Background: an optimization exercise with open tools, aiming at small area and a short achievable clock period. Do not read the settings as production practice. Function was checked by simulation only, so behaviour that the tests miss may differ from the original. Power is estimated from default activity; no workload was simulated.

== build 82 ==
// array_multiplier
module array_multiplier (
	input  logic                     clk,
	input  logic                     reset,
	input  logic                     in_valid,
	input  mult_sizes_pkg::operand_t x,
	input  mult_sizes_pkg::operand_t y,
	output logic                     product_valid,
	output mult_sizes_pkg::product_t product
);
Size in the first run: ~860 cells after synthesis, ~160 flip-flops.
make LEC_CHECK=0 CAP_MARGIN=20 CORE_MARGIN=2 CORE_UTILIZATION=40 SETUP_SLACK_MARGIN=3.0 SLEW_MARGIN=20 SYNTH_HIERARCHICAL=1 finish   # period 6.0 ns
run.sh (not shown) runs the stock make flow with config.mk's settings and CLKGATE_MAP_FILE= SYNTH_SCRIPT=/design/flow/synth_recipe.tcl, a recipe that flattens the netlist after the stock synthesis.
Here is what was changed in the inputs of build 92 compared with build 82.
==> flow/flow/run.sh (new file) <==
#!/bin/bash
# Layout flow: the standard ORFS flow (standard.sh, unchanged synthesis),
# with smaller port buffers and a clock tree built from clkbuf_8 without
# dummy loads. Each tool's output goes to a log file in this folder.
set -euo pipefail
export BUFFER_PORTS_ARGS="-buffer_cell sky130_fd_sc_hd__buf_1"
export CTS_ARGS="-sink_clustering_enable -repair_clock_nets -buf_list sky130_fd_sc_hd__clkbuf_8 -dont_use_dummy_load"
bash standard.sh finish > flow_make.log 2>&1
==> flow/standard.sh (new file) <==
#!/bin/bash
# synth_recipe.tcl (not shown) runs the flow's synth.tcl, then flattens the netlist and writes it again
# the make line also repeats each setting of config.mk as NAME=value (left out here)
make -C /OpenROAD-flow-scripts/flow DESIGN_CONFIG=/design/flow/config.mk WORK_HOME=/design/flow/orfs CLKGATE_MAP_FILE= SYNTH_SCRIPT=/design/flow/synth_recipe.tcl "${@:-finish}"
removed: flow/run.sh
==> comparison <==
Build 92 | stages: all done | timing, DRC, antenna: all pass
Of build 92 and build 82, it is build 92 that has the higher portion of total power attributed to sequential cells.
Area growth from synthesis to layout: lower on build 92
The final number of setup-violating endpoints on build 82 is in line with that on build 92.
The maximum resistive drop on vdd was comparable across build 92 and build 82.
Build 82 → build 92: final worst slack fell by 26 ps; power -760 uW; number of hold-slack violations in the final timing report did not really move; portion of total power attributed to combinational logic rose by 3.6 points; fraction of power consumed by the clock network lower.
| flop-to-flop setup slack | build 92 vs build 82 | better |
The number of pins with negative max-slew slack in the final report was comparable across build 92 and build 82.
Modified inputs, build 31 compared to build 92
- SETUP_SLACK_MARGIN changed from 3.0 to 2.4
## What came out
Re netlist area before placement: no difference whatsoever between build 31 and build 92. Cmp build 31 vs build 92: areal power density over the cells higher in build 31. [compare] base=build 92 new=build 31: clock latency on the worst-skew pair lower, switching power of the nets lower, count of non-filler cells in the finished layout moved down, sequential share of layout area has increased. Net count reported at finish came out lower on build 31 than on build 92. Clock share of power: build 31 higher than build 92. Compared to build 92, the routing of build 31 uses less wire. Sort build 92 and build 31 by maximum fanout count along the critical path desc -> top: build 31. Number of filler instances in the final layout: build 92 and build 31 compared, higher one is build 31.
Input changes introduced in build 39 (baseline for comparison: build 31):
- changing SETUP_SLACK_MARGIN from 2.4 to 2.6
Findings:
- Both conditions hold for build 39: the flow ran to the end and the final layout passed the timing, design-rule and antenna checks.
- Detailed router's first-iteration violation count went up by more than 10% going from build 31 to build 39.
- Looking at build 39 and build 31, the via count is a wash.
- Comparing build 39 and build 31, the higher met1 routed wirelength after detailed routing is on build 39.
- Of build 39 and build 31, build 39 shows the higher proportion of total power due to net switching, with build 31 below it.
- Non-clock buffer count (lower): build 31
- Going from build 31 to build 39, clock skew has increased; final instance area has increased; synthesis-to-finish area growth moved up.


array_multiplier, a different RTL version from the one above (not shown whole).
For scale: roughly 900 cells after synthesis, about 220 flip-flops, about 11000 µm² of cells after synthesis.
export LEC_CHECK = 0
export CAP_MARGIN = 20
export CORE_MARGIN = 2
export CORE_UTILIZATION = 40
export SETUP_SLACK_MARGIN = 3.75
export SLEW_MARGIN = 20
export SYNTH_HIERARCHICAL = 1
create_clock -name core_clock -period 6.0 [get_ports {clk}]
standard.sh (not shown) runs the stock make flow with config.mk's settings and CLKGATE_MAP_FILE= SYNTH_SCRIPT=/design/flow/synth_recipe.tcl, a recipe that flattens the netlist after the stock synthesis.
==> flow/flow/run.sh <==
#!/bin/bash
# Layout flow: the standard ORFS flow (standard.sh, unchanged synthesis),
# with smaller port buffers and a clock tree built from clkbuf_8 without
# dummy loads. Each tool's output goes to a log file in this folder.
set -euo pipefail
export BUFFER_PORTS_ARGS="-buffer_cell sky130_fd_sc_hd__buf_1"
export CTS_ARGS="-sink_clustering_enable -repair_clock_nets -sink_clustering_size 12 -sink_clustering_max_diameter 60 -buf_list sky130_fd_sc_hd__clkbuf_8 -dont_use_dummy_load"
bash standard.sh finish > flow_make.log 2>&1
The baseline produced a clean layout.
Edit:
Settings changed: CORE_UTILIZATION 40 to 70, PLACE_DENSITY set to 0.85, SETUP_SLACK_MARGIN 3.75 to 3.7.
Outcome: Wire length rose by 1.7%; worst hold slack is worse by 9.7 ps; first-iteration DRC count went up by 66%; synthesized cell count stays the same; critical path depth stays the same; power is about the same; die area decreases by 42%; global-route usage went up by 13 points; worst setup slack loses 6.0 ps; non-clock buffer count goes down by 21.
Edit:
Settings changed: CORE_UTILIZATION 70 to 40, PLACE_DENSITY 0.85 to unset.
Effect: Clock-buffer cell count came out higher by 2. Utilization came out lower by 32 points. Via count came out lower by about 5%. Sequential share of layout area came out lower by 0.87 points. Setup slack improves by 18 ps. Wire length came out lower by 2.8%. Flip-flop and latch count stays the same. First-iteration DRC count came out lower by about 27%. Global-route usage came out lower by 13 points.
Edit:
Settings changed: SETUP_SLACK_MARGIN 3.7 to 3.8.
After rerunning: The new run completed with no timing, DRC or antenna violations. Register-to-register slack stays flat. Clock skew came out higher by 15 ps. Utilization went up by 2.5 points. Via count goes up by 3.1%. Die area is unchanged. Global-route usage drops by 0.12 points. Combinational power grows by about 6%. Fmax increases by 0.59%. Sequential share of layout area decreases by 1.8 points. First-iteration DRC count went down by 13%.

afterwards: timing with drivers on the ports:
No port has a modelled driver above. Below, the same layouts with a new extraction and two added sets of constraints.
Step 1, drivers: a clkbuf_16 drives clk and a buf_2 each remaining input, both assumed.
Step 2 adds t to the input delays and takes it off the output delays; t is the mean of the earliest and latest rising clock arrival at the registers after step 1. Input paths then give back, and output paths get back, about the clock's delay inside the block.
Slacks: no drivers / after step 1 / after step 2; pairs: no drivers / after step 1.
run	t, ns	setup WS [ns]	worst hold slack (ns)	worst data-port slew with drivers (ns)
build 82	0.471	3.020 / 3.009 / 2.554	0.323 / 0.323 / 0.323	0.06
build 92	0.490	2.994 / 2.995 / 2.506	0.319 / 0.319 / 0.319	0.06
build 31	0.482	2.440 / 2.449 / 1.967	0.316 / 0.316 / 0.316	0.05
build 39	0.489	2.653 / 2.673 / 2.184	0.297 / 0.297 / 0.297	0.06
the first run of note 2	0.577	3.728 / 3.720 / 3.728	0.321 / 0.321 / 0.321	0.04
the second run of note 2	0.560	3.722 / 3.711 / 3.722	0.312 / 0.312 / 0.312	0.04
the third run of note 2	0.587	3.740 / 3.716 / 3.740	0.328 / 0.328 / 0.328	0.04
the fourth run of note 2	0.569	3.754 / 3.746 / 3.754	0.312 / 0.312 / 0.312	0.04
After both steps setup and hold are still met in every run listed. For build 92, which loses most, drivers alone change the setup slack by +0.001 ns; drivers and shift together by -0.488 ns.
